This is an optimization exercise on Yosys and OpenROAD, whose aim is small area and a short achievable clock period, not a production implementation.
At most, simulation tests tie the RTL to the original design; equivalence was not proved.
The RTL of runs 2 to 4 was laid out without a check of its function.
Power figures rest on the tool's default switching activity, not on a simulated workload.

**design/flow/flow/run.sh**
```bash
#!/bin/bash
# Layout: the standard flow with two changes to how cells are picked.
#  - The port buffers use the smallest buffer cell instead of the one
#    buffer_ports picks by itself; timing repair resizes the critical ones.
#  - Slow wide OR/NOR cells (three or four series PMOS) are added to the
#    platform's don't-use list, so mapping and repair build the wide ORs of
#    the forwarding logic from NAND/AOI stages instead.
set -euo pipefail
export BUFFER_PORTS_ARGS="-buffer_cell sky130_fd_sc_hd__buf_1"
plat=$(make -s -C "$FLOW_HOME" DESIGN_CONFIG="$PWD/config.mk" WORK_HOME="$PWD/orfs" \
       print-DONT_USE_CELLS 2> print_dont_use.log | sed -n 's/^DONT_USE_CELLS: //p')
slow=""
for c in or3_1 or3_2 or3_4 or3b_1 or3b_2 or3b_4 or4_1 or4_2 or4_4 or4b_1 or4b_2 or4b_4 \
         or4bb_1 or4bb_2 or4bb_4 nor4_1 nor4_2 nor4_4 nor4b_1 nor4b_2 nor4b_4 nor4bb_1 \
         nor4bb_2 nor4bb_4 a2111o_1 a2111o_2 a2111o_4 a2111oi_0 a2111oi_1 a2111oi_2 \
         a2111oi_4 o2111a_1 o2111a_2 o2111a_4 o2111ai_1 o2111ai_2 o2111ai_4; do
  slow="$slow sky130_fd_sc_hd__$c"
done
echo "DONT_USE_CELLS=$plat$slow" > dont_use.txt
bash standard.sh "DONT_USE_CELLS=$plat$slow" synth > synth.log 2>&1
bash standard.sh "DONT_USE_CELLS=$plat$slow" finish > layout.log 2>&1
```
**design/flow/standard.sh**
```bash
#!/bin/bash
# synth_recipe.tcl (not shown) runs the flow's synth.tcl, then flattens the netlist and writes it again
# the make line also repeats each setting of config.mk as NAME=value (left out here)
make -C /OpenROAD-flow-scripts/flow DESIGN_CONFIG=/design/flow/config.mk WORK_HOME=/design/flow/orfs CLKGATE_MAP_FILE= SYNTH_SCRIPT=/design/flow/synth_recipe.tcl "${@:-finish}"
```
**design/flow/config.mk**
```make
export PLATFORM = sky130hd
export DESIGN_NAME = store_buffer
export DESIGN_NICKNAME = store_buffer
export VERILOG_FILES = /design/flow/design.v
export SDC_FILE = /design/flow/constraint.sdc
export NUM_CORES = 4
export LEC_CHECK = 0
export CAP_MARGIN = 20
export CORE_MARGIN = 2
export CORE_UTILIZATION = 35
export CTS_BUF_LIST = sky130_fd_sc_hd__clkbuf_16
export CTS_CLUSTER_DIAMETER = 80
export CTS_CLUSTER_SIZE = 25
export PLACE_DENSITY = 0.5
export SETUP_SLACK_MARGIN = 3.2
export SLEW_MARGIN = 20
export SYNTH_HIERARCHICAL = 1
export TNS_END_PERCENT = 2
```
**design/flow/constraint.sdc**
```tcl
create_clock -name core_clock -period 10.0 [get_ports {clk}]
set_input_delay 2.0000 -clock core_clock [delete_from_list [all_inputs] [get_ports {clk}]]
set_output_delay 2.0000 -clock core_clock [all_outputs]
set_load 0.01 [all_outputs]
```
**design/flow/design.v**
```verilog
package lsu_pkg;
    localparam int xlen = 32;
    localparam int mask_bits = 4;
    localparam int rob_id_bits = 4;
    localparam int pr_bits = 6;
    typedef enum logic [2:0] {
        load_f3_lb  = 3'b000,
        load_f3_lh  = 3'b001,
        load_f3_lw  = 3'b010,
        load_f3_lbu = 3'b100,
        load_f3_lhu = 3'b101
    } load_funct3_e;
    typedef union packed {
        logic [xlen-1:0]  word;
        logic [3:0][7:0]  bytes;
        logic [1:0][15:0] halves;
    } load_word_u;
endpackage
`timescale 1ns/1ps
module sb_entry_cmp #(
    parameter int aw = 30
) (
    input  logic [aw-1:0] entry_addr,
    input  logic [aw-1:0] addr,
    output logic [1:0]    eq_part
);
    localparam int lo = aw / 2;
    assign eq_part[0] = (entry_addr[lo-1:0]  == addr[lo-1:0]);
    assign eq_part[1] = (entry_addr[aw-1:lo] == addr[aw-1:lo]);
endmodule
module sb_cover #(
    parameter int sq_depth = 8
) (
    input  logic [sq_depth-1:0][1:0] eq_part,
    input  logic [sq_depth-1:0][3:0] live,
    input  logic [3:0]               load_mask,
    output logic                     fwd_full,
    output logic                     fwd_miss
);
    logic [3:0] none;    
    always_comb begin
        none = '1;
        for (int i = 0; i < sq_depth; i++)
            none = none & ~(live[i] & {4{eq_part[i][0] & eq_part[i][1]}});
    end
    assign fwd_miss = |(load_mask & none);
    assign fwd_full = !fwd_miss;
endmodule
`timescale 1ns/1ps
module dcache_arbiter #(
    parameter int aw = 30
) (
    input  logic          load_head,
    input  logic          fwd_full,
    input  logic          fwd_miss,
    input  logic          busy,
    input  logic          sq_nonempty,
    input  logic [aw-1:0] load_addr,
    input  logic [3:0]    load_mask,
    input  logic [aw-1:0] head_addr,
    input  logic [3:0]    head_mask,
    output logic          load_req,
    output logic [aw-1:0] req_addr,
    output logic [3:0]    rmask,
    output logic [3:0]    wmask
);
    logic load_req_n;
    assign load_req   = load_head && fwd_miss;
    assign load_req_n = !load_head || fwd_full;
    assign req_addr   = (load_addr & {aw{load_req}}) | (head_addr & {aw{load_req_n}});
    assign rmask      = load_mask & {4{!busy && load_req}};
    assign wmask      = head_mask & {4{!busy && load_req_n && sq_nonempty}};
endmodule
`timescale 1ns/1ps
module sb_lane #(
    parameter int sq_depth = 8
) (
    input  logic [sq_depth-1:0][1:0] eq_part,
    input  logic [sq_depth-1:0]      live,
    input  logic [sq_depth-1:0][7:0] data,
    input  logic [7:0]               cache,
    output logic [7:0]               merged
);
    logic [sq_depth-1:0] hit;
    logic                any;
    always_comb begin
        merged = '0;
        any    = 1'b0;
        for (int i = 0; i < sq_depth; i++) begin
            hit[i] = live[i] & eq_part[i][0] & eq_part[i][1];
            merged = merged | (data[i] & {8{hit[i]}});
            any    = any | hit[i];
        end
        merged = merged | (cache & {8{!any}});
    end
endmodule
module sb_ext (
    input  logic [3:0] top_bits,
    input  logic [3:0] sel,
    output logic       ext
);
    assign ext = |(top_bits & sel);
endmodule
module load_align #(
    parameter int sq_depth = 8
) (
    input  logic [sq_depth-1:0][1:0]  eq_part,
    input  logic [sq_depth-1:0][3:0]  live,
    input  logic [sq_depth-1:0][31:0] data,
    input  logic [31:0]               cache_rdata,
    input  logic [1:0]                addr_low,
    input  logic [2:0]                funct3,
    output logic [31:0]               result
);
    logic [31:0] merged;
    logic [3:0][sq_depth-1:0]      lane_live;
    logic [3:0][sq_depth-1:0][7:0] lane_data;
    for (genvar b = 0; b < 4; b++) begin : g_lane
        for (genvar i = 0; i < sq_depth; i++) begin : g_entry
            assign lane_live[b][i] = live[i][b];
            assign lane_data[b][i] = data[i][8*b +: 8];
        end
        sb_lane #(.sq_depth(sq_depth)) i_lane (
            .eq_part (eq_part),
            .live    (lane_live[b]),
            .data    (lane_data[b]),
            .cache   (cache_rdata[8*b +: 8]),
            .merged  (merged[8*b +: 8])
        );
    end
    logic is_word, is_half, sign_ext;
    logic [1:0] lo_sel, sign_lane;
    logic [3:0] sign_sel;
    logic [7:0] lo_byte, hi_byte;
    assign is_word   = funct3[1];
    assign is_half   = !funct3[1] && funct3[0];
    assign sign_ext  = !funct3[2];
    assign lo_sel    = is_word ? 2'b00 : (is_half ? {addr_low[1], 1'b0} : addr_low);
    assign sign_lane = is_half ? {addr_low[1], 1'b1} : lo_sel;
    assign sign_sel  = (sign_ext && !is_word) ? (4'b0001 << sign_lane) : 4'b0000;
    assign lo_byte   = merged[8*lo_sel +: 8];
    assign hi_byte   = addr_low[1] ? merged[31:24] : merged[15:8];
    logic [3:1] ext;
    for (genvar k = 1; k < 4; k++) begin : g_ext
        sb_ext i_ext (
            .top_bits ({merged[31], merged[23], merged[15], merged[7]}),
            .sel      (sign_sel),
            .ext      (ext[k])
        );
    end
    assign result[7:0]   = lo_byte;
    assign result[15:8]  = is_word ? merged[15:8]  : (is_half ? hi_byte : {8{ext[1]}});
    assign result[23:16] = is_word ? merged[23:16] : {8{ext[2]}};
    assign result[31:24] = is_word ? merged[31:24] : {8{ext[3]}};
endmodule
`timescale 1ns/1ps
module store_buffer #(
    parameter int sq_depth = 8
) (
    input  logic                            clk,
    input  logic                            rst,
    input  logic                            rob_flush,
    input  logic                            lsq_valid,
    input  logic                            lsq_ready,
    input  logic                            lsq_is_load,
    input  logic [lsu_pkg::xlen-1:0]        lsq_addr,
    input  logic [lsu_pkg::mask_bits-1:0]   lsq_mask,
    input  logic [lsu_pkg::xlen-1:0]        lsq_wdata,
    input  lsu_pkg::load_funct3_e           lsq_funct3,
    input  logic [lsu_pkg::rob_id_bits-1:0] lsq_rob_id,
    input  logic [lsu_pkg::pr_bits-1:0]     lsq_pr_dest,
    input  logic [lsu_pkg::rob_id_bits-1:0] rob_head_id,
    output logic                            lsq_dequeue,
    output logic [lsu_pkg::xlen-1:0]        dcache_addr,
    output logic [lsu_pkg::mask_bits-1:0]   dcache_rmask,
    output logic [lsu_pkg::mask_bits-1:0]   dcache_wmask,
    output logic [lsu_pkg::xlen-1:0]        dcache_wdata,
    input  logic [lsu_pkg::xlen-1:0]        dcache_rdata,
    input  logic                            dcache_resp,
    output logic                            cdb_valid,
    output logic [lsu_pkg::rob_id_bits-1:0] cdb_rob_id,
    output logic [lsu_pkg::pr_bits-1:0]     cdb_pr_dest,
    output logic [lsu_pkg::xlen-1:0]        cdb_result,
    output logic                            store_done
);
    localparam int aw       = lsu_pkg::xlen - 2;
    logic [sq_depth-1:0][aw-1:0] q_addr;
    logic [sq_depth-1:0][3:0]    q_mask;
    logic [sq_depth-1:0][31:0]   q_data;
    logic [sq_depth-1:0][3:0]    q_live;
    logic [sq_depth-1:0]         q_valid;    
    logic [sq_depth-1:0]         head_oh;    
    logic busy;         
    logic busy_load;    
    logic stale;        
    logic sq_full, sq_nonempty;
    assign sq_full     = q_valid[sq_depth-1];
    assign sq_nonempty = q_valid[0];
    assign head_oh     = q_valid & ~(q_valid >> 1);
    logic head_ok, is_store, store_accept, load_head;
    assign head_ok      = lsq_valid && lsq_ready;
    assign is_store     = head_ok && !lsq_is_load;
    assign load_head    = head_ok && lsq_is_load;
    assign store_accept = is_store && (lsq_rob_id == rob_head_id) && !sq_full;
    logic [sq_depth-1:0][1:0] eq_part;
    logic [sq_depth-1:0][3:0] vlive;
    logic [sq_depth-1:0][3:0] hit;
    logic                     fwd_full, fwd_miss;
    for (genvar i = 0; i < sq_depth; i++) begin : g_entry
        sb_entry_cmp #(.aw(aw)) i_cmp (
            .entry_addr (q_addr[i]),
            .addr       (lsq_addr[lsu_pkg::xlen-1:2]),
            .eq_part    (eq_part[i])
        );
        assign vlive[i] = q_live[i] & {4{q_valid[i]}};
        assign hit[i]   = q_live[i] & {4{eq_part[i][0] & eq_part[i][1]}};
    end
    sb_cover #(.sq_depth(sq_depth)) i_cover (
        .eq_part   (eq_part),
        .live      (vlive),
        .load_mask (lsq_mask),
        .fwd_full  (fwd_full),
        .fwd_miss  (fwd_miss)
    );
    logic load_req, issue_load, issue_store, resp_ok;
    logic [aw-1:0] req_addr;
    assign issue_load  = !busy && load_req;
    assign issue_store = !busy && !load_req && sq_nonempty;
    assign resp_ok     = busy && dcache_resp && !stale;
    logic sq_pop;
    assign sq_pop = resp_ok && !busy_load;
    always_ff @(posedge clk) begin
        if (rst) begin
            busy <= 1'b0;
        end else if (!busy) begin
            busy <= issue_load || issue_store;
        end else if (dcache_resp) begin
            busy <= 1'b0;
        end
    end
    always_ff @(posedge clk) begin
        if (!busy) busy_load <= load_req;
    end
    always_ff @(posedge clk) begin
        if (rst) begin
            stale <= 1'b0;
        end else if (rob_flush) begin
            stale <= 1'b1;
        end else if (dcache_resp) begin
            stale <= 1'b0;
        end
    end
    logic [aw-1:0] head_addr;
    logic [3:0]    head_mask;
    logic [31:0]   head_data;
    always_comb begin
        head_addr = '0;
        head_mask = '0;
        head_data = '0;
        for (int i = 0; i < sq_depth; i++) begin
            if (head_oh[i]) begin
                head_addr = head_addr | q_addr[i];
                head_mask = head_mask | q_mask[i];
                head_data = head_data | q_data[i];
            end
        end
    end
    dcache_arbiter #(.aw(aw)) i_arb (
        .load_head   (load_head),
        .fwd_full    (fwd_full),
        .fwd_miss    (fwd_miss),
        .busy        (busy),
        .sq_nonempty (sq_nonempty),
        .load_addr   (lsq_addr[lsu_pkg::xlen-1:2]),
        .load_mask   (lsq_mask),
        .head_addr   (head_addr),
        .head_mask   (head_mask),
        .load_req    (load_req),
        .req_addr    (req_addr),
        .rmask       (dcache_rmask),
        .wmask       (dcache_wmask)
    );
    assign dcache_addr  = {req_addr, 2'b00};
    assign dcache_wdata = head_data;
    always_ff @(posedge clk) begin
        if (rst) begin
            q_valid <= '0;
        end else begin
            case ({store_accept, sq_pop})
                2'b10:   q_valid <= {q_valid[sq_depth-2:0], 1'b1};
                2'b01:   q_valid <= q_valid >> 1;
                default: q_valid <= q_valid;
            endcase
        end
    end
    always_ff @(posedge clk) begin
        if (store_accept) begin
            q_addr[0] <= lsq_addr[lsu_pkg::xlen-1:2];
            q_mask[0] <= lsq_mask;
            q_data[0] <= lsq_wdata;
            q_live[0] <= lsq_mask;
            for (int i = 1; i < sq_depth; i++) begin
                q_addr[i] <= q_addr[i-1];
                q_mask[i] <= q_mask[i-1];
                q_data[i] <= q_data[i-1];
                q_live[i] <= q_live[i-1] & ~(hit[i-1] & lsq_mask);
            end
        end
    end
    load_align #(.sq_depth(sq_depth)) i_align (
        .eq_part     (eq_part),
        .live        (vlive),
        .data        (q_data),
        .cache_rdata (dcache_rdata),
        .addr_low    (lsq_addr[1:0]),
        .funct3      (lsq_funct3),
        .result      (cdb_result)
    );
    assign cdb_valid   = (load_head && fwd_full) || (resp_ok && busy_load);
    assign cdb_rob_id  = lsq_rob_id;
    assign cdb_pr_dest = lsq_pr_dest;
    assign store_done  = store_accept;
    assign lsq_dequeue = store_accept || cdb_valid;
endmodule
```
==> reports/results.ini, run 1 <==
[clock_tree]
cts-root-buf=clkbuf_16
cts_inserted_buffers=36
clock_latency_ns=0.60
clkSinkCount=567
clk_pin_slew_ns=0.09
htree_num_levels=2
tritoncts=built
hold_buffers=0
cts_buffer_depth=3

[floorplan]
die_h_um=280
die-area_mm2=0.0787
ios=241
coreArea_mm2=0.0758
die_w_um=280
start_util=0.353
rows=101

[grt]
grt_pass1_vias=18900
overflow=0
grt_pass1_wl_um=129000
grt_usage=0.221
antenna_found_initial=2
grt_max_degree=186

[yosys]
yosysWarnings=9
yosysUniqueCellTypes=44
yosysSeqAreaShare=0.633
synthCells=1892
avgSynthCellArea_um2=14.1
synth-seq-cells=567
mappedNetlistArea_mm2=0.0268
async_reset_ff_frac=0
synth_edf_count=557
synth_ff_type=edfxtp_1

[drt]
first_pass_iters=6
drc=0
viasPerCell=6.03
via_count=19100
ant_nets=0
first_iter_violations=2450
wire_per_inst_um=28.4
drt-total-wl_um=90100

[timing]
rsz0062_at_grt=yes
period_minus_slack_ns=6.80
tns_ns=0
setup_viol_count_final=0
tightest_slew_ns=1.19
fin_crit_sh=0.680
finalHoldViolCount=0
slew_headroom=0.209
fin_skew_ns=0.0281
fmax_mhz=147
slew_violations=0

[setup_path]
crit_required_ns=8.00
crit_start=lsq_addr[3]
start_kind=input pin
cp_data_arrival_time_ns=4.80
end_kind=output port
worstSetupPathType=input pin to output port
cp_max_fo=32
r2r_start=q_valid[7]

[flow_run]
cap_violations=0

[final_layout]
drive_gt1_frac=0.177
nets=2293
synthToLayoutAreaGrowth_pct=16.5
fillCellCount=7040
finish.utilization=0.411

[placement]
gp_congestion=0.856
port_buffers=226
hpwlAfterDp_um=54700

[run_status]
status=finished clean

[pwr]
power_leakage_nw=9.95
ir_drop_v=0.000104
p_per_area_mw_per_mm2=146

[worst_hold_path]
hp-class=flip-flop to flip-flop
worstHoldStart=q_mask[11]

-- cell families after synthesis --
group                      synth area share
AOI/OAI and AO/OA                     0.146
xor gates and xnor gates             0.0799
adders and majority gates          0.000468
buffers and inverters                0.0344
DFF                                   0.633
muxes                                0.0130
other                              0.000140
and+or+nand+nor                      0.0939
-- layout make-up --
class                   instances  area [um^2]  area share
flip-flops and latches        567        16900       0.543
multi-input cells            1205         9720       0.312
repair buffers                352         2020      0.0648
well taps                     978         1220      0.0393
clock buffers                  37          926      0.0297
clock inverters                25          308     0.00987
inverters                       6         36.3     0.00116
diodes                          3         7.51    0.000241
-- worst max-delay path: stages --
cell and delay [ns]:
buf_4 0.17, xnor2_1 0.19, nand4_1 0.23, buf_4 0.21
buf_4 0.14, and4b_2 0.33, nand3_1 0.11, and4_1 0.18
nand4_1 0.10, nand4_1 0.13, nand2_2 0.22, bufinv_8 0.29
a22o_1 0.27, buf_1 0.14
-- layout by cell type, fill, tap and decap left out, types with 32 or more instances in the layout --
cell / count
xnor2_1: 162
clkbuf_16: 37
and2_1: 40
buf_1: 189
edfxtp_1: 557
a22oi_1: 394
buf_4: 138
nand4_1: 120
nand3_1: 32
nand2_1: 37
and3_4: 32
xor2_1: 49
-- per-layer routing --
metal,global-route usage,vias up,wire length [um]
met2,0.349,1021,41900
met3,0.0322,151,7240
met4,0.0813,0,2810
met1,0.308,9741,38100
met5,0,-,0
li1,-,8224,-
-- worst paths after layout --
kind | end | slack (ns) | depth (start not counted)
setup reg to reg | q_data[25] | 5.67 | 5
setup / recovery | dcache_addr[13] | 3.20 | 14
hold / removal | q_mask[15] | 0.46 | 0
hold reg to reg | q_mask[15] | 0.46 | 0
-- repair_timing --
action,CTS,global route
resized for setup,190,76
setup endpoints to repair,70,64
setup buffers,88,21
pin swaps,50,33
cloned,7,3
-- where the power goes --
| group | leakage, nW | switching, mW | internal [mW] |
|---|---|---|---|
| Sequential | 5.10 | 0.00797 | 2.58 |
| Combinational | 4.26 | 0.180 | 0.114 |
| Clock | 0.595 | 0.901 | 0.774 |
-- per-stage QoR --
stage | total power, mW | cell area [um^2] | setup WS [ns] | std cells | hold WS, ns
global placement | 2.90 | 28100 | 2.00 | 2989 | 0.431
global route | 4.71 | 31200 | 3.14 | 3171 | 0.473
floorplan | 2.79 | 26800 | 1.68 | 1893 | 0.427
CTS | 4.60 | 30600 | 3.18 | 3146 | 0.457
detailed placement | 2.90 | 28100 | 2.03 | 2989 | 0.435
finish | 4.56 | 31200 | 3.20 | 3173 | 0.461
-- registers in the layout (all words and copies together) (netlist names) --
register   cells
q_addr       240
q_live        32
busy_load      1
q_mask        28
stale          1
busy           1
q_data       256
q_valid        8
-- Yosys stat by module (local to each module, per instance), excerpt --
module,cells,copies in the design,flops+latches
store_buffer,1091,1,567
sb_ext,3,3,0
-- synthesized netlist by cell type (12+ instances only) --
library cell	n	share of area
edfxtp_1	557	0.63
a22oi_1	394	0.11
xnor2_1	193	0.063
nand4_1	120	0.028
xor2_1	51	0.017
buf_2	46	0.0086
and4_1	42	0.014
and2_1	40	0.0094
and3_1	38	0.0089
nand2_1	38	0.0053
buf_4	35	0.0098
a21o_1	33	0.0093
buf_6	32	0.013
nand3_1	32	0.0060
a22o_1	30	0.0098
mux2i_1	29	0.011
a21boi_0	28	0.0079
nor2_1	25	0.0035
and4b_1	21	0.0079
nor3_1	19	0.0036
clkbuf_1	12	0.0017
==> run 2: changes to the inputs <==
--- a/design/flow/design.v
+++ b/design/flow/design.v
@@ -17,34 +17,87 @@
     } load_word_u;
 endpackage
 `timescale 1ns/1ps
-module sb_entry_cmp #(
-    parameter int aw = 30
-) (
-    input  logic [aw-1:0] entry_addr,
-    input  logic [aw-1:0] addr,
-    output logic [1:0]    eq_part
+module sb_xnor2 (input logic a, b, output logic y);
+    assign y = ~(a ^ b);
+endmodule
+module sb_nand2 (input logic a, b, output logic y);
+    assign y = ~(a & b);
+endmodule
+module sb_nand4 (input logic a, b, c, d, output logic y);
+    assign y = ~(a & b & c & d);
+endmodule
+module sb_nor2 (input logic a, b, output logic y);
+    assign y = ~(a | b);
+endmodule
+module sb_and2 (input logic a, b, output logic y);
+    assign y = a & b;
+endmodule
+module sb_a22oi (input logic a1, a2, b1, b2, output logic y);
+    assign y = ~((a1 & a2) | (b1 & b2));
+endmodule
+module sb_a21o (input logic a1, a2, b1, output logic y);
+    assign y = (a1 & a2) | b1;
+endmodule
+module sb_a221o (input logic a1, a2, b1, b2, c1, output logic y);
+    assign y = (a1 & a2) | (b1 & b2) | c1;
+endmodule
+module sb_o21a (input logic a1, a2, b1, output logic y);
+    assign y = (a1 | a2) & b1;
+endmodule
+`timescale 1ns/1ps
+module sb_entry_cmp (
+    input  logic [29:0] entry_addr,
+    input  logic [29:0] addr,
+    output logic        eq
 );
-    localparam int lo = aw / 2;
-    assign eq_part[0] = (entry_addr[lo-1:0]  == addr[lo-1:0]);
-    assign eq_part[1] = (entry_addr[aw-1:lo] == addr[aw-1:lo]);
+    logic [31:0] x;      
+    logic [7:0]  g;      
+    logic [3:0]  h;      
+    logic [1:0]  k;      
+    for (genvar j = 0; j < 30; j++) begin : g_bit
+        sb_xnor2 i_x (.a(entry_addr[j]), .b(addr[j]), .y(x[j]));
+    end
+    assign x[31:30] = 2'b11;
+    for (genvar j = 0; j < 8; j++) begin : g_g
+        if (j < 7) begin : g_n4
+            sb_nand4 i_g (.a(x[4*j]), .b(x[4*j+1]), .c(x[4*j+2]), .d(x[4*j+3]), .y(g[j]));
+        end else begin : g_n2
+            sb_nand2 i_g (.a(x[28]), .b(x[29]), .y(g[j]));
+        end
+    end
+    for (genvar j = 0; j < 4; j++) begin : g_h
+        sb_nor2 i_h (.a(g[2*j]), .b(g[2*j+1]), .y(h[j]));
+    end
+    for (genvar j = 0; j < 2; j++) begin : g_k
+        sb_nand2 i_k (.a(h[2*j]), .b(h[2*j+1]), .y(k[j]));
+    end
+    sb_nor2 i_eq (.a(k[0]), .b(k[1]), .y(eq));
 endmodule
 module sb_cover #(
     parameter int sq_depth = 8
 ) (
-    input  logic [sq_depth-1:0][1:0] eq_part,
+    input  logic [sq_depth-1:0]      eq,
     input  logic [sq_depth-1:0][3:0] live,
     input  logic [3:0]               load_mask,
+    output logic [3:0]               none,
     output logic                     fwd_full,
     output logic                     fwd_miss
 );
-    logic [3:0] none;    
-    always_comb begin
-        none = '1;
-        for (int i = 0; i < sq_depth; i++)
-            none = none & ~(live[i] & {4{eq_part[i][0] & eq_part[i][1]}});
-    end
-    assign fwd_miss = |(load_mask & none);
-    assign fwd_full = !fwd_miss;
+    logic [3:0][7:0] u;      
+    logic [3:0][1:0] p;      
+    logic [1:0]      r;      
+    for (genvar b = 0; b < 4; b++) begin : g_lane
+        for (genvar i = 0; i < 8; i++) begin : g_entry
+            sb_nand2 i_u (.a(eq[i]), .b(live[i][b]), .y(u[b][i]));
+        end
+        sb_nand4 i_p0 (.a(u[b][0]), .b(u[b][1]), .c(u[b][2]), .d(u[b][3]), .y(p[b][0]));
+        sb_nand4 i_p1 (.a(u[b][4]), .b(u[b][5]), .c(u[b][6]), .d(u[b][7]), .y(p[b][1]));
+        sb_nor2  i_n  (.a(p[b][0]), .b(p[b][1]), .y(none[b]));
+    end
+    sb_a22oi i_r0 (.a1(load_mask[0]), .a2(none[0]), .b1(load_mask[1]), .b2(none[1]), .y(r[0]));
+    sb_a22oi i_r1 (.a1(load_mask[2]), .a2(none[2]), .b1(load_mask[3]), .b2(none[3]), .y(r[1]));
+    sb_nand2 i_miss (.a(r[0]), .b(r[1]), .y(fwd_miss));
+    sb_and2  i_full (.a(r[0]), .b(r[1]), .y(fwd_full));
 endmodule
 `timescale 1ns/1ps
 module dcache_arbiter #(
@@ -64,34 +117,46 @@
     output logic [3:0]    rmask,
     output logic [3:0]    wmask
 );
-    logic load_req_n;
-    assign load_req   = load_head && fwd_miss;
-    assign load_req_n = !load_head || fwd_full;
-    assign req_addr   = (load_addr & {aw{load_req}}) | (head_addr & {aw{load_req_n}});
-    assign rmask      = load_mask & {4{!busy && load_req}};
-    assign wmask      = head_mask & {4{!busy && load_req_n && sq_nonempty}};
+    logic [aw-1:0] load_addr_q, head_addr_q;
+    logic [3:0]    rmask_q, wmask_q;
+    assign load_addr_q = load_addr & {aw{load_head}};
+    assign head_addr_q = head_addr & {aw{!load_head}};
+    assign rmask_q     = load_mask & {4{!busy && load_head}};
+    assign wmask_q     = head_mask & {4{!busy && sq_nonempty}};
+    sb_and2 i_req (.a(load_head), .b(fwd_miss), .y(load_req));
+    for (genvar k = 0; k < aw; k++) begin : g_addr
+        sb_a221o i_a (.a1(load_addr_q[k]), .a2(fwd_miss), .b1(head_addr[k]), .b2(fwd_full),
+                      .c1(head_addr_q[k]), .y(req_addr[k]));
+    end
+    for (genvar k = 0; k < 4; k++) begin : g_mask
+        sb_and2 i_r (.a(rmask_q[k]), .b(fwd_miss), .y(rmask[k]));
+        sb_o21a i_w (.a1(!load_head), .a2(fwd_full), .b1(wmask_q[k]), .y(wmask[k]));
+    end
 endmodule
 `timescale 1ns/1ps
 module sb_lane #(
     parameter int sq_depth = 8
 ) (
-    input  logic [sq_depth-1:0][1:0] eq_part,
+    input  logic [sq_depth-1:0]      eq,
     input  logic [sq_depth-1:0]      live,
     input  logic [sq_depth-1:0][7:0] data,
     input  logic [7:0]               cache,
+    input  logic                     cache_sel,
     output logic [7:0]               merged
 );
     logic [sq_depth-1:0] hit;
-    logic                any;
-    always_comb begin
-        merged = '0;
-        any    = 1'b0;
-        for (int i = 0; i < sq_depth; i++) begin
-            hit[i] = live[i] & eq_part[i][0] & eq_part[i][1];
-            merged = merged | (data[i] & {8{hit[i]}});
-            any    = any | hit[i];
+    for (genvar i = 0; i < sq_depth; i++) begin : g_hit
+        sb_and2 i_h (.a(eq[i]), .b(live[i]), .y(hit[i]));
+    end
+    for (genvar k = 0; k < 8; k++) begin : g_bit
+        logic [3:0] t;
+        logic       f;
+        for (genvar j = 0; j < 4; j++) begin : g_pair
+            sb_a22oi i_t (.a1(data[2*j][k]), .a2(hit[2*j]), .b1(data[2*j+1][k]), .b2(hit[2*j+1]),
+                          .y(t[j]));
         end
-        merged = merged | (cache & {8{!any}});
+        sb_nand4 i_f (.a(t[0]), .b(t[1]), .c(t[2]), .d(t[3]), .y(f));
+        sb_a21o  i_m (.a1(cache[k]), .a2(cache_sel), .b1(f), .y(merged[k]));
     end
 endmodule
 module sb_ext (
@@ -104,10 +169,11 @@
 module load_align #(
     parameter int sq_depth = 8
 ) (
-    input  logic [sq_depth-1:0][1:0]  eq_part,
+    input  logic [sq_depth-1:0]       eq,
     input  logic [sq_depth-1:0][3:0]  live,
     input  logic [sq_depth-1:0][31:0] data,
     input  logic [31:0]               cache_rdata,
+    input  logic [3:0]                cache_sel,
     input  logic [1:0]                addr_low,
     input  logic [2:0]                funct3,
     output logic [31:0]               result
@@ -121,10 +187,11 @@
             assign lane_data[b][i] = data[i][8*b +: 8];
         end
         sb_lane #(.sq_depth(sq_depth)) i_lane (
-            .eq_part (eq_part),
+            .eq      (eq),
             .live    (lane_live[b]),
             .data    (lane_data[b]),
             .cache   (cache_rdata[8*b +: 8]),
+            .cache_sel (cache_sel[b]),
             .merged  (merged[8*b +: 8])
         );
     end
@@ -202,23 +269,23 @@
     assign is_store     = head_ok && !lsq_is_load;
     assign load_head    = head_ok && lsq_is_load;
     assign store_accept = is_store && (lsq_rob_id == rob_head_id) && !sq_full;
-    logic [sq_depth-1:0][1:0] eq_part;
+    logic [sq_depth-1:0]      eq;
     logic [sq_depth-1:0][3:0] vlive;
-    logic [sq_depth-1:0][3:0] hit;
     logic                     fwd_full, fwd_miss;
+    logic [3:0]               fwd_none;
     for (genvar i = 0; i < sq_depth; i++) begin : g_entry
-        sb_entry_cmp #(.aw(aw)) i_cmp (
+        sb_entry_cmp i_cmp (
             .entry_addr (q_addr[i]),
             .addr       (lsq_addr[lsu_pkg::xlen-1:2]),
-            .eq_part    (eq_part[i])
+            .eq         (eq[i])
         );
         assign vlive[i] = q_live[i] & {4{q_valid[i]}};
-        assign hit[i]   = q_live[i] & {4{eq_part[i][0] & eq_part[i][1]}};
     end
     sb_cover #(.sq_depth(sq_depth)) i_cover (
-        .eq_part   (eq_part),
+        .eq        (eq),
         .live      (vlive),
         .load_mask (lsq_mask),
+        .none      (fwd_none),
         .fwd_full  (fwd_full),
         .fwd_miss  (fwd_miss)
     );
@@ -238,8 +305,12 @@
             busy <= 1'b0;
         end
     end
+    logic [3:0] none_q;
     always_ff @(posedge clk) begin
-        if (!busy) busy_load <= load_req;
+        if (!busy) begin
+            busy_load <= load_req;
+            none_q    <= fwd_none;
+        end
     end
     always_ff @(posedge clk) begin
         if (rst) begin
@@ -303,15 +374,16 @@
                 q_addr[i] <= q_addr[i-1];
                 q_mask[i] <= q_mask[i-1];
                 q_data[i] <= q_data[i-1];
-                q_live[i] <= q_live[i-1] & ~(hit[i-1] & lsq_mask);
+                q_live[i] <= q_live[i-1] & ~({4{eq[i-1]}} & lsq_mask);
             end
         end
     end
     load_align #(.sq_depth(sq_depth)) i_align (
-        .eq_part     (eq_part),
+        .eq          (eq),
         .live        (vlive),
         .data        (q_data),
         .cache_rdata (dcache_rdata),
+        .cache_sel   (none_q & {4{resp_ok && busy_load}}),
         .addr_low    (lsq_addr[1:0]),
         .funct3      (lsq_funct3),
         .result      (cdb_result)
--- a/design/flow/config.mk
+++ b/design/flow/config.mk
@@ -12,7 +12,7 @@
 export CTS_CLUSTER_DIAMETER = 80
 export CTS_CLUSTER_SIZE = 25
 export PLACE_DENSITY = 0.5
-export SETUP_SLACK_MARGIN = 3.2
+export SETUP_SLACK_MARGIN = 5
 export SLEW_MARGIN = 20
 export SYNTH_HIERARCHICAL = 1
 export TNS_END_PERCENT = 2
==> run 2 against run 1 <==
Against the previous run:
- still clean on timing, DRC and antenna
- clock-buffer cell count unchanged
- cell count up 3.6%
- via count down 0.56%
- clock power down 4%
- non-clock buffer count down 25
- critical path depth up 3
- register-to-register slack better by 0.02 ns
- routed wire length about the same
- sequential share of layout area down 1.8 points
- maximum frequency up 1.9%
- first-iteration DRC count down 17%
- combinational power down 5%
- highest routed layer unchanged
==> reports/results.ini, run 2 <==
[floorplan]
ios=241  ; unchanged
rows=102  ; was 101
start_util=0.355  ; was 0.353
coreArea_mm2=0.0777  ; was 0.0758 mm^2
die-area_mm2=0.0810  ; was 0.0787 mm^2
die_h_um=285  ; was 280 um
die_w_um=285  ; was 280 um

[clock_tree]
clock_latency_ns=0.60  ; about the same
cts_inserted_buffers=34  ; was 36
clkSinkCount=571  ; was 567
tritoncts=built  ; unchanged
htree_num_levels=2  ; unchanged
clk_pin_slew_ns=0.10  ; was 0.09 ns
cts_buffer_depth=3  ; unchanged
cts-root-buf=clkbuf_16  ; unchanged

[drt]
drc=0  ; unchanged
ant_nets=0  ; unchanged
via_count=19000  ; was 19,100
first_iter_violations=2028  ; was 2,450
drt-total-wl_um=90000  ; was 90,100 um
first_pass_iters=5  ; was 6
wire_per_inst_um=27.4  ; was 28.4 um
viasPerCell=5.79  ; was 6.03

[grt]
top_usage_layer=met2  ; unchanged
grt_pass1_vias=19300  ; was 18,900
met3_usage=0.0389  ; was 0.0322
grt_pass1_wl_um=131000  ; was 129,000 um
antenna_found_initial=2  ; unchanged
grtUsageMet2=0.339  ; was 0.349
grt_max_degree=86  ; was 186
overflow=0  ; unchanged
gr-usage-met1=0.293  ; was 0.308
grt_usage=0.215  ; was 0.221

[setup_path]
end_kind=output port  ; unchanged
start_kind=input pin  ; unchanged
r2r_start=q_valid[7]  ; unchanged
cp_max_fo=10  ; was 32
worstSetupPathType=input pin to output port  ; unchanged
r2r_setup_slack_ns=5.69  ; was 5.67 ns
r2r-end=q_data[168]  ; was q_data[25]
cp_data_arrival_time_ns=4.67  ; was 4.80 ns
crit_required_ns=8.00  ; about the same
worstRegToRegCells=5  ; unchanged

[yosys]
synth_area_leaders=edfxtp_1 (61%), xnor2_1 (7.7%), a22oi_1 (6.2%)  ; was edfxtp_1 (63%), a22oi_1 (11%), xnor2_1 (6.3%)
synth_edf_count=561  ; was 557
async_reset_ff_frac=0  ; unchanged
synth_top_area_share=0.611  ; was 0.625
synth_ff_type=edfxtp_1  ; unchanged
yosysUniqueCellTypes=47  ; was 44
yosysTopAreaCell=edfxtp_1  ; unchanged
synth-seq-cells=571  ; was 567
synthCells=1952  ; was 1,892
yosysSeqAreaShare=0.618  ; was 0.633
mappedNetlistArea_mm2=0.0276  ; was 0.0268 mm^2
avgSynthCellArea_um2=14.1  ; about the same
synth.most_common_cell=edfxtp_1  ; unchanged
yosysWarnings=7  ; was 9
yosys-top-cells-count=edfxtp_1 (561), xnor2_1 (241), a22oi_1 (226)  ; was edfxtp_1 (557), a22oi_1 (394), xnor2_1 (193)

[pwr]
p_per_area_mw_per_mm2=139  ; was 146 mW/mm^2
p_int_mw=3.44  ; was 3.47 mW
power_frac_clock=0.358  ; was 0.367
power_leakage_nw=10.3  ; was 9.95 nW
combPwrFrac=0.062  ; was 0.065
switchingPower_mw=1.06  ; was 1.09 mW
ir_drop_v=0.0000838  ; was 0.000104 V
power_frac_seq=0.580  ; was 0.568
sw_frac_of_total=0.235  ; was 0.239

[timing]
fin_crit_sh=0.667  ; was 0.680
fin_skew_ns=0.0317  ; was 0.0281 ns
rsz0062_at_grt=yes  ; unchanged
finalHoldViolCount=0  ; unchanged
setup_viol_count_final=0  ; unchanged
tns_ns=0  ; unchanged
slew_violations=0  ; unchanged
slew_headroom=0.250  ; was 0.209
fmax_mhz=150  ; was 147 MHz
tightest_slew_ns=1.13  ; was 1.19 ns
period_minus_slack_ns=6.67  ; was 6.80 ns

[final_layout]
drive_gt1_frac=0.239  ; was 0.177
final_cell_mix=edfxtp_1 (561), a22oi_1 (226), buf_1 (178)  ; was edfxtp_1 (557), a22oi_1 (394), buf_1 (189)
layout_commonest_cell=edfxtp_1  ; unchanged
finish.utilization=0.418  ; was 0.411
nets=2349  ; was 2,293
largestRegisters=q_data (256), q_addr (240), q_mask (32)  ; was q_data (256), q_addr (240), q_live (32)
synthToLayoutAreaGrowth_pct=17.8  ; was 16.5%
largest_reg_flops=256  ; unchanged
regMostFlops=q_data  ; unchanged
final_area_mm2=0.0325  ; was 0.0312 mm^2

[worst_hold_path]
worstHoldStart=q_mask[16]  ; was q_mask[11]
holdPathEnd=q_mask[20]  ; was q_mask[15]
worstHoldPathCells=0  ; unchanged
hp-class=flip-flop to flip-flop  ; unchanged

[flow_run]
cap_violations=0  ; unchanged

[run_status]
status=finished clean  ; unchanged

[placement]
hpwlAfterDp_um=55600  ; was 54,700 um
placed_cell_area_mm2=0.0293  ; was 0.0281 mm^2
port_buffers=226  ; unchanged
gp_congestion=0.878  ; was 0.856

==> run 2: changes by cell type after synthesis, sizes merged, moves of 32 or more <==
cell   change
buf       -46
a22oi     -42
and2      +65
and4      -41
and3      -36
nand2     +56
nand3     -32
xor2      -48
nand4     +43
xnor2     +48
a32oi     +44
==> run 2: timing repair <==
action	CTS	global route
buffers inserted	69	7
hold buffers	0	0
gates cloned	4	2
endpoints found under the setup margin	248	346
resized for setup	234	89
pin swaps	53	52
==> run 2: layout make-up <==
| cell class | count | area (um^2) |
|---|---|---|
| flip-flops and latches | 571 | 17100 |
| inverters | 6 | 23.8 |
| clock buffers | 37 | 926 |
| diodes | 2 | 5.00 |
| multi-input cells | 1284 | 10900 |
| fillers | 7122 | 45300 |
| clock inverters | 21 | 216 |
| repair buffers | 327 | 2030 |
| well taps | 1040 | 1300 |
==> run 2: per-layer routing <==
layer,share of wire,vias to the layer above
met2,0.46,709
met5,0,-
met1,0.43,9793
met4,0.039,0
li1,-,8368
met3,0.063,160
==> run 2: power by group through the flow <==
stage | registers (mW) | logic (mW) | clock network (mW)
2_1_floorplan | 2.66 | 0.138 | 0
3_3_place_gp | 2.67 | 0.236 | 0
5_1_grt | 2.61 | 0.296 | 1.74
6_report | 2.61 | 0.279 | 1.61
3_5_place_dp | 2.67 | 0.238 | 0
4_1_cts | 2.61 | 0.264 | 1.66
==> run 2: metrics by stage <==
stage | hold slack [ns] | std cells | total power, mW | worst slack (ns)
global placement | 0.433 | 3146 | 2.90 | 1.62
detailed placement | 0.438 | 3146 | 2.90 | 1.62
global route | 0.473 | 3287 | 4.64 | 3.27
finish | 0.461 | 3288 | 4.50 | 3.33
CTS | 0.460 | 3277 | 4.53 | 3.40
floorplan | 0.427 | 1953 | 2.80 | 1.68
==> run 2: worst max-delay path, stage by stage <==
cell,delay (ns)
buf_12,0.13
xnor2_2,0.17
nand4_1,0.21
nor2_2,0.20
nand2_2,0.11
nor2_4,0.11
buf_12,0.14
buf_4,0.11
nand2_1,0.04
nand4_1,0.14
nor2_2,0.07
a22oi_2,0.21
buf_12,0.19
and2_4,0.21
buf_12,0.16
a221o_1,0.25
buf_2,0.17
==> run 2: cells by family (layout without fill, tap and decap cells) <==
group | count (synthesis) | count (layout) | share of synthesized area
adders and majority gates | 1 | 1 | 0.000454
muxes | 34 | 34 | 0.0126
other | 1 | 4 | 0.000136
AOI/OAI and AO/OA | 519 | 519 | 0.169
DFF | 571 | 571 | 0.618
and+or+nand+nor | 481 | 484 | 0.0988
xor gates and xnor gates | 244 | 244 | 0.0775
buffers and inverters | 101 | 391 | 0.0227
==> run 2: modules after synthesis (local to each module, per instance), a selection <==
module	cells inside	copies in the design	flops+latches
store_buffer	1098	1	571
sb_ext	3	3	0
sb_and2	1	38	0
sb_o21a	1	4	0
sb_a22oi	1	130	0
sb_a21o	1	32	0
sb_xnor2	1	240	0
==> run 2: worst max-delay path by stage <==
| stage | from | end | slack, ns | cells after the start |
|---|---|---|---|---|
| 6_report | lsq_addr[25] | dcache_addr[30] | 3.33 | 17 |
| 5_1_grt | lsq_addr[23] | dcache_addr[30] | 3.27 | 16 |
| 3_5_place_dp | lsq_addr[24] | cdb_result[15] | 1.62 | 16 |
| 3_3_place_gp | lsq_addr[23] | cdb_result[15] | 1.62 | 16 |
| 2_1_floorplan | rob_head_id[3] | store_done | 1.68 | 3 |
| 4_1_cts | lsq_addr[3] | dcache_addr[24] | 3.40 | 16 |
==> run 3: changes to the inputs <==
--- a/design/flow/design.v
+++ b/design/flow/design.v
@@ -44,11 +44,15 @@
 module sb_o21a (input logic a1, a2, b1, output logic y);
     assign y = (a1 | a2) & b1;
 endmodule
+module sb_a22o (input logic a1, a2, b1, b2, output logic y);
+    assign y = (a1 & a2) | (b1 & b2);
+endmodule
 `timescale 1ns/1ps
 module sb_entry_cmp (
     input  logic [29:0] entry_addr,
     input  logic [29:0] addr,
-    output logic        eq
+    output logic        eq_c,
+    output logic        eq_l
 );
     logic [31:0] x;      
     logic [7:0]  g;      
@@ -71,21 +75,18 @@
     for (genvar j = 0; j < 2; j++) begin : g_k
         sb_nand2 i_k (.a(h[2*j]), .b(h[2*j+1]), .y(k[j]));
     end
-    sb_nor2 i_eq (.a(k[0]), .b(k[1]), .y(eq));
+    sb_nor2 i_eq_c (.a(k[0]), .b(k[1]), .y(eq_c));
+    sb_nor2 i_eq_l (.a(k[0]), .b(k[1]), .y(eq_l));
 endmodule
 module sb_cover #(
     parameter int sq_depth = 8
 ) (
     input  logic [sq_depth-1:0]      eq,
     input  logic [sq_depth-1:0][3:0] live,
-    input  logic [3:0]               load_mask,
-    output logic [3:0]               none,
-    output logic                     fwd_full,
-    output logic                     fwd_miss
+    output logic [3:0]               none
 );
     logic [3:0][7:0] u;      
     logic [3:0][1:0] p;      
-    logic [1:0]      r;      
     for (genvar b = 0; b < 4; b++) begin : g_lane
         for (genvar i = 0; i < 8; i++) begin : g_entry
             sb_nand2 i_u (.a(eq[i]), .b(live[i][b]), .y(u[b][i]));
@@ -94,6 +95,14 @@
         sb_nand4 i_p1 (.a(u[b][4]), .b(u[b][5]), .c(u[b][6]), .d(u[b][7]), .y(p[b][1]));
         sb_nor2  i_n  (.a(p[b][0]), .b(p[b][1]), .y(none[b]));
     end
+endmodule
+module sb_miss (
+    input  logic [3:0] none,
+    input  logic [3:0] load_mask,
+    output logic       fwd_full,
+    output logic       fwd_miss
+);
+    logic [1:0] r;       
     sb_a22oi i_r0 (.a1(load_mask[0]), .a2(none[0]), .b1(load_mask[1]), .b2(none[1]), .y(r[0]));
     sb_a22oi i_r1 (.a1(load_mask[2]), .a2(none[2]), .b1(load_mask[3]), .b2(none[3]), .y(r[1]));
     sb_nand2 i_miss (.a(r[0]), .b(r[1]), .y(fwd_miss));
@@ -104,8 +113,8 @@
     parameter int aw = 30
 ) (
     input  logic          load_head,
-    input  logic          fwd_full,
-    input  logic          fwd_miss,
+    input  logic [3:0]    fwd_full,      
+    input  logic [3:0]    fwd_miss,
     input  logic          busy,
     input  logic          sq_nonempty,
     input  logic [aw-1:0] load_addr,
@@ -123,14 +132,14 @@
     assign head_addr_q = head_addr & {aw{!load_head}};
     assign rmask_q     = load_mask & {4{!busy && load_head}};
     assign wmask_q     = head_mask & {4{!busy && sq_nonempty}};
-    sb_and2 i_req (.a(load_head), .b(fwd_miss), .y(load_req));
+    sb_and2 i_req (.a(load_head), .b(fwd_miss[3]), .y(load_req));
     for (genvar k = 0; k < aw; k++) begin : g_addr
-        sb_a221o i_a (.a1(load_addr_q[k]), .a2(fwd_miss), .b1(head_addr[k]), .b2(fwd_full),
+        sb_a221o i_a (.a1(load_addr_q[k]), .a2(fwd_miss[k/10]), .b1(head_addr[k]), .b2(fwd_full[k/10]),
                       .c1(head_addr_q[k]), .y(req_addr[k]));
     end
     for (genvar k = 0; k < 4; k++) begin : g_mask
-        sb_and2 i_r (.a(rmask_q[k]), .b(fwd_miss), .y(rmask[k]));
-        sb_o21a i_w (.a1(!load_head), .a2(fwd_full), .b1(wmask_q[k]), .y(wmask[k]));
+        sb_and2 i_r (.a(rmask_q[k]), .b(fwd_miss[3]), .y(rmask[k]));
+        sb_o21a i_w (.a1(!load_head), .a2(fwd_full[3]), .b1(wmask_q[k]), .y(wmask[k]));
     end
 endmodule
 `timescale 1ns/1ps
@@ -144,16 +153,17 @@
     input  logic                     cache_sel,
     output logic [7:0]               merged
 );
-    logic [sq_depth-1:0] hit;
+    logic [1:0][sq_depth-1:0] hit;
     for (genvar i = 0; i < sq_depth; i++) begin : g_hit
-        sb_and2 i_h (.a(eq[i]), .b(live[i]), .y(hit[i]));
+        sb_and2 i_h0 (.a(eq[i]), .b(live[i]), .y(hit[0][i]));
+        sb_and2 i_h1 (.a(eq[i]), .b(live[i]), .y(hit[1][i]));
     end
     for (genvar k = 0; k < 8; k++) begin : g_bit
         logic [3:0] t;
         logic       f;
         for (genvar j = 0; j < 4; j++) begin : g_pair
-            sb_a22oi i_t (.a1(data[2*j][k]), .a2(hit[2*j]), .b1(data[2*j+1][k]), .b2(hit[2*j+1]),
-                          .y(t[j]));
+            sb_a22oi i_t (.a1(data[2*j][k]), .a2(hit[k/4][2*j]), .b1(data[2*j+1][k]),
+                          .b2(hit[k/4][2*j+1]), .y(t[j]));
         end
         sb_nand4 i_f (.a(t[0]), .b(t[1]), .c(t[2]), .d(t[3]), .y(f));
         sb_a21o  i_m (.a1(cache[k]), .a2(cache_sel), .b1(f), .y(merged[k]));
@@ -195,18 +205,21 @@
             .merged  (merged[8*b +: 8])
         );
     end
-    logic is_word, is_half, sign_ext;
+    logic is_word, is_half, is_byte, sign_ext;
     logic [1:0] lo_sel, sign_lane;
-    logic [3:0] sign_sel;
-    logic [7:0] lo_byte, hi_byte;
+    logic [3:0] lo_oh, sign_sel;
+    logic       s1, s3, sx;
     assign is_word   = funct3[1];
     assign is_half   = !funct3[1] && funct3[0];
+    assign is_byte   = !funct3[1] && !funct3[0];
     assign sign_ext  = !funct3[2];
     assign lo_sel    = is_word ? 2'b00 : (is_half ? {addr_low[1], 1'b0} : addr_low);
+    assign lo_oh     = 4'b0001 << lo_sel;
     assign sign_lane = is_half ? {addr_low[1], 1'b1} : lo_sel;
     assign sign_sel  = (sign_ext && !is_word) ? (4'b0001 << sign_lane) : 4'b0000;
-    assign lo_byte   = merged[8*lo_sel +: 8];
-    assign hi_byte   = addr_low[1] ? merged[31:24] : merged[15:8];
+    assign s1        = is_word || (is_half && !addr_low[1]);
+    assign s3        = is_half && addr_low[1];
+    assign sx        = is_byte;
     logic [3:1] ext;
     for (genvar k = 1; k < 4; k++) begin : g_ext
         sb_ext i_ext (
@@ -215,10 +228,18 @@
             .ext      (ext[k])
         );
     end
-    assign result[7:0]   = lo_byte;
-    assign result[15:8]  = is_word ? merged[15:8]  : (is_half ? hi_byte : {8{ext[1]}});
-    assign result[23:16] = is_word ? merged[23:16] : {8{ext[2]}};
-    assign result[31:24] = is_word ? merged[31:24] : {8{ext[3]}};
+    for (genvar k = 0; k < 8; k++) begin : g_res
+        logic [1:0] t;
+        sb_a22oi i_t0 (.a1(lo_oh[0]), .a2(merged[k]),      .b1(lo_oh[1]), .b2(merged[8+k]),  .y(t[0]));
+        sb_a22oi i_t1 (.a1(lo_oh[2]), .a2(merged[16+k]),   .b1(lo_oh[3]), .b2(merged[24+k]), .y(t[1]));
+        sb_nand2 i_r0 (.a(t[0]), .b(t[1]), .y(result[k]));
+        logic u0, u1;
+        sb_a22oi i_u0 (.a1(s1), .a2(merged[8+k]), .b1(s3), .b2(merged[24+k]), .y(u0));
+        sb_nand2 i_u1 (.a(sx), .b(ext[1]), .y(u1));
+        sb_nand2 i_r1 (.a(u0), .b(u1), .y(result[8+k]));
+        sb_a22o  i_r2 (.a1(is_word), .a2(merged[16+k]), .b1(!is_word), .b2(ext[2]), .y(result[16+k]));
+        sb_a22o  i_r3 (.a1(is_word), .a2(merged[24+k]), .b1(!is_word), .b2(ext[3]), .y(result[24+k]));
+    end
 endmodule
 `timescale 1ns/1ps
 module store_buffer #(
@@ -269,26 +290,32 @@
     assign is_store     = head_ok && !lsq_is_load;
     assign load_head    = head_ok && lsq_is_load;
     assign store_accept = is_store && (lsq_rob_id == rob_head_id) && !sq_full;
-    logic [sq_depth-1:0]      eq;
+    logic [sq_depth-1:0]      eq_c, eq_l;
     logic [sq_depth-1:0][3:0] vlive;
-    logic                     fwd_full, fwd_miss;
+    logic [4:0]               fwd_full, fwd_miss;     
     logic [3:0]               fwd_none;
     for (genvar i = 0; i < sq_depth; i++) begin : g_entry
         sb_entry_cmp i_cmp (
             .entry_addr (q_addr[i]),
             .addr       (lsq_addr[lsu_pkg::xlen-1:2]),
-            .eq         (eq[i])
+            .eq_c       (eq_c[i]),
+            .eq_l       (eq_l[i])
         );
         assign vlive[i] = q_live[i] & {4{q_valid[i]}};
     end
     sb_cover #(.sq_depth(sq_depth)) i_cover (
-        .eq        (eq),
-        .live      (vlive),
-        .load_mask (lsq_mask),
-        .none      (fwd_none),
-        .fwd_full  (fwd_full),
-        .fwd_miss  (fwd_miss)
+        .eq   (eq_c),
+        .live (vlive),
+        .none (fwd_none)
     );
+    for (genvar c = 0; c < 5; c++) begin : g_miss
+        sb_miss i_miss (
+            .none      (fwd_none),
+            .load_mask (lsq_mask),
+            .fwd_full  (fwd_full[c]),
+            .fwd_miss  (fwd_miss[c])
+        );
+    end
     logic load_req, issue_load, issue_store, resp_ok;
     logic [aw-1:0] req_addr;
     assign issue_load  = !busy && load_req;
@@ -338,8 +365,8 @@
     end
     dcache_arbiter #(.aw(aw)) i_arb (
         .load_head   (load_head),
-        .fwd_full    (fwd_full),
-        .fwd_miss    (fwd_miss),
+        .fwd_full    (fwd_full[3:0]),
+        .fwd_miss    (fwd_miss[3:0]),
         .busy        (busy),
         .sq_nonempty (sq_nonempty),
         .load_addr   (lsq_addr[lsu_pkg::xlen-1:2]),
@@ -374,12 +401,12 @@
                 q_addr[i] <= q_addr[i-1];
                 q_mask[i] <= q_mask[i-1];
                 q_data[i] <= q_data[i-1];
-                q_live[i] <= q_live[i-1] & ~({4{eq[i-1]}} & lsq_mask);
+                q_live[i] <= q_live[i-1] & ~({4{eq_l[i-1]}} & lsq_mask);
             end
         end
     end
     load_align #(.sq_depth(sq_depth)) i_align (
-        .eq          (eq),
+        .eq          (eq_l),
         .live        (vlive),
         .data        (q_data),
         .cache_rdata (dcache_rdata),
@@ -388,7 +415,7 @@
         .funct3      (lsq_funct3),
         .result      (cdb_result)
     );
-    assign cdb_valid   = (load_head && fwd_full) || (resp_ok && busy_load);
+    assign cdb_valid   = (load_head && fwd_full[4]) || (resp_ok && busy_load);
     assign cdb_rob_id  = lsq_rob_id;
     assign cdb_pr_dest = lsq_pr_dest;
     assign store_done  = store_accept;
==> run 3 against run 2 <==
Against the previous run:
- register-to-register slack worse by 0.05 ns
- critical path depth down 2
- flip-flop and latch count unchanged
- synthesized cell count up 2.0%
- clock-buffer cell count up 2
- design area up 2.2%
- combinational power up 4%
- first-iteration DRC count up 7.3%
- power up 3.6%
==> reports/results.ini, run 3 <==
[clock_tree]
cts-root-buf=clkbuf_16  ; unchanged
cts_inserted_buffers=38  ; was 34
tritoncts=built  ; unchanged
clkSinkCount=571  ; unchanged
htree_num_levels=2  ; unchanged
clock_latency_ns=0.60  ; about the same
cts_buffer_depth=3  ; unchanged
clk_pin_slew_ns=0.10  ; about the same

[setup_path]
worstRegToRegCells=5  ; unchanged
r2r_setup_slack_ns=5.64  ; was 5.69 ns
start_kind=input pin  ; unchanged
crit_required_ns=8.00  ; about the same
r2r_start=q_valid[7]  ; unchanged
r2r-end=q_data[24]  ; was q_data[168]
end_kind=output port  ; unchanged
worstSetupPathType=input pin to output port  ; unchanged
crit_start=lsq_addr[17]  ; was lsq_addr[25]
cp_max_fo=10  ; unchanged
cp_data_arrival_time_ns=4.51  ; was 4.67 ns

[final_layout]
final_area_mm2=0.0332  ; was 0.0325 mm^2
antenna_cells=0  ; was 2
fillCellCount=7234  ; was 7,122
largestRegisters=q_data (256), q_addr (240), q_mask (32)  ; unchanged
layout_commonest_cell=edfxtp_1  ; unchanged
final_cell_mix=edfxtp_1 (561), a22oi_1 (220), xnor2_1 (168), a22oi_2 (168), buf_1 (165)  ; was edfxtp_1 (561), a22oi_1 (226), buf_1 (178)
regMostFlops=q_data  ; unchanged
drive_gt1_frac=0.260  ; was 0.239
nets=2368  ; was 2,349
largest_reg_flops=256  ; unchanged
synthToLayoutAreaGrowth_pct=18.7  ; was 17.8%

[pwr]
ir_drop_v=0.0000967  ; was 0.0000838 V
power_leakage_nw=10.5  ; was 10.3 nW
p_per_area_mw_per_mm2=141  ; was 139 mW/mm^2

[floorplan]
ios=241  ; unchanged
die_w_um=287  ; was 285 um
start_util=0.354  ; was 0.355
rows=103  ; was 102
die_h_um=287  ; was 285 um
coreArea_mm2=0.0790  ; was 0.0777 mm^2
die-area_mm2=0.0821  ; was 0.0810 mm^2

[drt]
first_iter_violations=2177  ; was 2,028
via_count=19600  ; was 19,000
wire_per_inst_um=28.3  ; was 27.4 um
first_pass_iters=5  ; unchanged
drt-total-wl_um=94000  ; was 90,000 um
viasPerCell=5.91  ; was 5.79
ant_nets=0  ; unchanged
drc=0  ; unchanged

[placement]
hpwlAfterDp_um=59700  ; was 55,600 um
gp_congestion=0.876  ; was 0.878
port_buffers=226  ; unchanged
placed_cell_area_mm2=0.0298  ; was 0.0293 mm^2

[grt]
top_usage_layer=met2  ; unchanged
overflow=0  ; unchanged
grt_max_degree=186  ; was 86
antenna_found_initial=2  ; unchanged
met3_usage=0.0311  ; was 0.0389
grt_pass1_vias=19600  ; was 19,300
grtUsageMet2=0.348  ; was 0.339
grt_pass1_wl_um=136000  ; was 131,000 um
gr-usage-met1=0.318  ; was 0.293
grt_usage=0.222  ; was 0.215

[worst_hold_path]
holdPathEnd=q_mask[28]  ; was q_mask[20]
hp-class=flip-flop to flip-flop  ; unchanged
worstHoldStart=q_mask[24]  ; was q_mask[16]
worstHoldPathCells=0  ; unchanged

[timing]
tightest_slew_ns=1.16  ; was 1.13 ns
slew_headroom=0.225  ; was 0.250
slew_violations=0  ; unchanged
tns_ns=0  ; unchanged
fin_skew_ns=0.0328  ; was 0.0317 ns
fin_crit_sh=0.651  ; was 0.667
setup_viol_count_final=0  ; unchanged
fmax_mhz=154  ; was 150 MHz
period_minus_slack_ns=6.51  ; was 6.67 ns
rsz0062_at_grt=yes  ; unchanged
finalHoldViolCount=0  ; unchanged

[run_status]
status=finished clean  ; unchanged

[yosys]
mappedNetlistArea_mm2=0.0279  ; was 0.0276 mm^2
yosysWarnings=7  ; unchanged
avgSynthCellArea_um2=14.0  ; was 14.1 um^2
synthCells=1991  ; was 1,952

[flow_run]
cap_violations=0  ; unchanged

run 3: power breakdown:
group	switching [mW]	internal [mW]	leakage [nW]
logic	0.170	0.121	4.74
registers	0.00956	2.60	5.13
clock network	0.939	0.820	0.656
total	1.12	3.54	10.5
run 3: per-stage QoR:
step / hold slack, ns / std cells / worst slack (ns) / total power [mW] / utilization
4_1_cts: 0.450 / 3317 / 3.54 / 4.70 / 0.414
5_1_grt: 0.463 / 3321 / 3.42 / 4.81 / 0.420
3_3_place_gp: 0.436 / 3205 / 2.12 / 2.91 / 0.377
2_1_floorplan: 0.427 / 1992 / 1.68 / 2.80 / -
6_report: 0.457 / 3321 / 3.49 / 4.66 / 0.420
3_5_place_dp: 0.435 / 3205 / 2.16 / 2.91 / 0.377
run 3: worst max-delay path, cell delays in order:
cell     delay, ns
buf_4         0.17
xnor2_2       0.19
nand4_1       0.14
nor2_2        0.20
nand2_2       0.14
nor2_4        0.24
nand2_1       0.11
nand4_1       0.19
nor2_4        0.10
a22oi_2       0.18
buf_6         0.19
buf_4         0.16
and2_4        0.19
a221o_1       0.15
buf_1         0.16
run 3: how the worst max path moves through the flow:
| stage | depth (start not counted) | slack (ns) | endpoint |
|---|---|---|---|
| 3_3_place_gp | 14 | 2.12 | cdb_result[31] |
| 4_1_cts | 14 | 3.54 | dcache_addr[9] |
| 6_report | 15 | 3.49 | dcache_addr[4] |
| 5_1_grt | 15 | 3.42 | cdb_result[23] |
| 2_1_floorplan | 3 | 1.68 | store_done |
| 3_5_place_dp | 14 | 2.16 | cdb_result[25] |
run 3: area by class of cell:
| class | instances | area (um^2) | share of cell area |
|---|---|---|---|
| flip-flops and latches | 571 | 17100 | 0.514 |
| multi-input cells | 1331 | 11500 | 0.346 |
| repair buffers | 294 | 1980 | 0.0598 |
| well taps | 1050 | 1310 | 0.0396 |
| clock buffers | 39 | 976 | 0.0294 |
| clock inverters | 29 | 338 | 0.0102 |
| inverters | 7 | 27.5 | 0.000830 |
run 3: metal layers:
metal,part of all wire,up-vias
met2,0.46,809
li1,-,8521
met4,0.029,4
met5,0.00020,-
met3,0.066,148
met1,0.44,10200
run 3: repair_timing:
action | CTS | global route
endpoints found under the hold margin | 0 | 0
cloned | 8 | 2
gates resized for setup | 340 | 69
hold buffers | 0 | 0
pin swaps | 104 | 55
setup endpoints to repair | 105 | 370
buffers inserted | 36 | 1
==> run 4: changes to the inputs <==
--- a/design/flow/config.mk
+++ b/design/flow/config.mk
@@ -12,7 +12,7 @@
 export CTS_CLUSTER_DIAMETER = 80
 export CTS_CLUSTER_SIZE = 25
 export PLACE_DENSITY = 0.5
-export SETUP_SLACK_MARGIN = 5
+export SETUP_SLACK_MARGIN = 3.2
 export SLEW_MARGIN = 20
 export SYNTH_HIERARCHICAL = 1
 export TNS_END_PERCENT = 2
==> run 4 against run 3 <==
Against the previous run:
- still clean on timing, DRC and antenna
- clock skew down 0.0024 ns
- sequential power about the same
- register-to-register slack about the same
- synthesized cell count unchanged
- sequential share of layout area up 2.2 points
- core utilization down 1.8 points
- clock power about the same
- worst setup slack worse by 0.22 ns
- hold slack worse by 0.0019 ns
- via count down 0.42%
- largest cell class unchanged
- highest routed layer unchanged
==> reports/results.ini, run 4 <==
[setup_path]
cp_num_buf_inv=3  ; was 4
critical_path.slowest_cell=a221o_1  ; was nor2_4
cpLargestDelayFamily=simple AND/OR/NAND/NOR gates  ; unchanged
cp_data_arrival_time_ns=4.73  ; was 4.51 ns
crit_chain=clkbuf_4, xnor2_1, nand4_1, nor2_1, nand2_1, nor2_4, nand2_1, nand4_1, nor2_2, a22oi_2, buf_4, nand2_4, a221o_1, buf_1  ; was buf_4, xnor2_2, nand4_1, nor2_2, nand2_2, nor2_4, nand2_1, nand4_1, nor2_4, a22oi_2, buf_6, buf_4, and2_4, a221o_1, buf_1
cpPeakStageDelay_ns=0.39  ; was 0.24 ns
cp_max_fo=10  ; unchanged
crit_required_ns=8.00  ; about the same
end_kind=output port  ; unchanged
worstSetupPathType=input pin to output port  ; unchanged
start_kind=input pin  ; unchanged

[pwr]
combPwrFrac=0.055  ; was 0.062
power_leakage_nw=9.66  ; was 10.5 nW
p_int_mw=3.51  ; was 3.54 mW
finalPower_mw=4.63  ; was 4.66 mW
switchingPower_mw=1.11  ; was 1.12 mW
ir_drop_v=0.0000972  ; was 0.0000967 V
p_per_area_mw_per_mm2=146  ; was 141 mW/mm^2
power_frac_clock=0.381  ; was 0.377
power_frac_seq=0.564  ; was 0.560
sw_frac_of_total=0.241  ; was 0.240

[placement]
preCtsSetupSlack_ns=2.16  ; unchanged
port_buffers=226  ; unchanged
dp_cells=3205  ; unchanged
hpwlAfterDp_um=59700  ; unchanged
gp_congestion=0.876  ; unchanged

[timing]
rsz0062_at_grt=yes  ; unchanged
finalHoldViolCount=0  ; unchanged
fin_skew_ns=0.0304  ; was 0.0328 ns
fmax_mhz=149  ; was 154 MHz
period_minus_slack_ns=6.73  ; was 6.51 ns
slew_headroom=0.212  ; was 0.225
fin_crit_sh=0.673  ; was 0.651
tns_ns=0  ; unchanged
setup_ws_ns=3.27  ; was 3.49 ns
setup_viol_count_final=0  ; unchanged
slew_violations=0  ; unchanged
tightest_slew_ns=1.18  ; was 1.16 ns

[drt]
drt-total-wl_um=92000  ; was 94,000 um
first_iter_violations=2183  ; was 2,177
drc=0  ; unchanged
viasPerCell=5.93  ; was 5.91
ant_nets=0  ; unchanged
wire_per_inst_um=27.9  ; was 28.3 um
via_count=19600  ; about the same
first_pass_iters=5  ; unchanged

[floorplan]
coreArea_mm2=0.0790  ; unchanged
die-area_mm2=0.0821  ; unchanged
start_util=0.354  ; unchanged
die_h_um=287  ; unchanged
ios=241  ; unchanged
die_w_um=287  ; unchanged
rows=103  ; unchanged

[final_layout]
nets=2344  ; was 2,368
largestRegisters=q_data (256), q_addr (240), q_mask (32)  ; unchanged
regMostFlops=q_data  ; unchanged
antenna_cells=0  ; unchanged
multi_input_area_mm2=0.0107  ; was 0.0115 mm^2
fin_cells=3297  ; was 3,321
fillCellCount=7390  ; was 7,234
drive_gt1_frac=0.194  ; was 0.260
synthToLayoutAreaGrowth_pct=13.7  ; was 18.7%
largest_reg_flops=256  ; unchanged
layout_commonest_cell=edfxtp_1  ; unchanged
seq_area_mm2=0.0171  ; unchanged
final_cell_mix=edfxtp_1 (561), xnor2_1 (232), a22oi_1 (224)  ; was edfxtp_1 (561), a22oi_1 (220), xnor2_1 (168), a22oi_2 (168), buf_1 (165)

[grt]
grt_pass1_vias=19300  ; was 19,600
grt_usage=0.216  ; was 0.222
overflow=0  ; unchanged
grt_pass1_wl_um=133000  ; was 136,000 um
grt_max_degree=186  ; unchanged
antenna_found_initial=4  ; was 2

[clock_tree]
hold_buffers=0  ; unchanged
clock_latency_ns=0.60  ; about the same
htree_num_levels=2  ; unchanged
cts-root-buf=clkbuf_16  ; unchanged
tritoncts=built  ; unchanged
clk_pin_slew_ns=0.10  ; about the same
clkSinkCount=571  ; unchanged
cts_inserted_buffers=38  ; unchanged
cts_buffer_depth=3  ; unchanged

[yosys]
avgSynthCellArea_um2=14.0  ; unchanged
synthCells=1991  ; unchanged
mappedNetlistArea_mm2=0.0279  ; unchanged
yosysWarnings=7  ; unchanged

[worst_hold_path]
hp-class=flip-flop to flip-flop  ; unchanged

[run_status]
status=finished clean  ; unchanged

[flow_run]
cap_violations=0  ; unchanged

[run 4: repair_timing]
| action | CTS | global route |
|---|---|---|
| buffers inserted | 11 | 10 |
| endpoints found under the setup margin | 72 | 60 |
| resized for setup | 74 | 84 |
| cloned | 0 | 2 |
| pin swaps | 6 | 19 |
[run 4: worst reg2reg max path: cells and delay by family, from the launching register on]
kind	cells	cell delay (ns)
and+or+nand+nor	2	0.99
buffers and inverters	3	2.41
DFF	1	0.49
[run 4: path summary, 6_finish.rpt]
path	slack (ns)	cells past startpoint	from	endpoint
min	0.46	0	q_mask[19]	q_mask[23]
max reg2reg	5.64	5	q_valid[7]	q_data[48]
max	3.27	14	lsq_addr[22]	dcache_addr[9]
min reg2reg	0.46	0	q_mask[19]	q_mask[23]
[run 4: layout make-up]
type	count	area share
Sequential cell	571	0.537
Multi-Input combinational cell	1331	0.337
Timing Repair Buffer	270	0.0431
Tap cell	1050	0.0413
Clock buffer	39	0.0307
Clock inverter	29	0.0106
Inverter	7	0.000866
[run 4: metal layers]
metal | vias to the layer above | routed length (um) | global-route usage
met1 | 10100 | 40700 | 0.315
met3 | 162 | 6110 | 0.0271
met2 | 856 | 42300 | 0.338
li1 | 8448 | - | -
met4 | 4 | 2770 | 0.0611
met5 | - | 23 | 0
[run 4: metrics by stage]
stage / hold WS, ns / instance area (um^2) / util
finish: 0.455 / 31800 / 0.402
global route: 0.464 / 31800 / 0.402
CTS: 0.450 / 31400 / 0.398
detailed placement: 0.435 / 29800 / 0.377
global placement: 0.436 / 29800 / 0.377
floorplan: 0.427 / 28000 / -
[run 4: power by group through the flow]
| stage | clock (mW) | combinational [mW] | sequential (mW) |
|---|---|---|---|
| 2_1_floorplan | 0 | 0.138 | 2.66 |
| 5_1_grt | 1.89 | 0.274 | 2.61 |
| 4_1_cts | 1.81 | 0.249 | 2.61 |
| 6_report | 1.76 | 0.256 | 2.61 |
| 3_3_place_gp | 0 | 0.244 | 2.66 |
| 3_5_place_dp | 0 | 0.244 | 2.66 |

==> static timing again, ports no longer ideal <==
The flow's constraints put no driver on any port. The routed layouts listed below were extracted and timed again, unchanged, in two steps. Step 1, drivers: a clkbuf_16 drives clk and a buf_2 each remaining input, both assumed. Step 2 also shifts input and output timing later by t, the mid clock arrival at the registers, as if the neighbouring blocks saw the same clock. Slacks: no drivers / after step 1 / after step 2; pairs: no drivers / after step 1.
run	t (ns)	setup WS [ns]	latest minus earliest clock arrival (ns)	worst data-port slew with drivers (ns)
run 1	0.649	3.197 / 3.169 / 3.169	0.031 / 0.031	0.11
run 2	0.641	3.325 / 3.280 / 3.280	0.033 / 0.033	0.08
run 3	0.652	3.487 / 3.398 / 3.398	0.036 / 0.036	0.15
run 4	0.651	3.272 / 3.243 / 3.243	0.037 / 0.037	0.11
After both steps setup and hold are still met in every run listed. The setup slack of run 3, which loses most, moves by -0.089 ns with the drivers and by -0.089 ns with both steps.
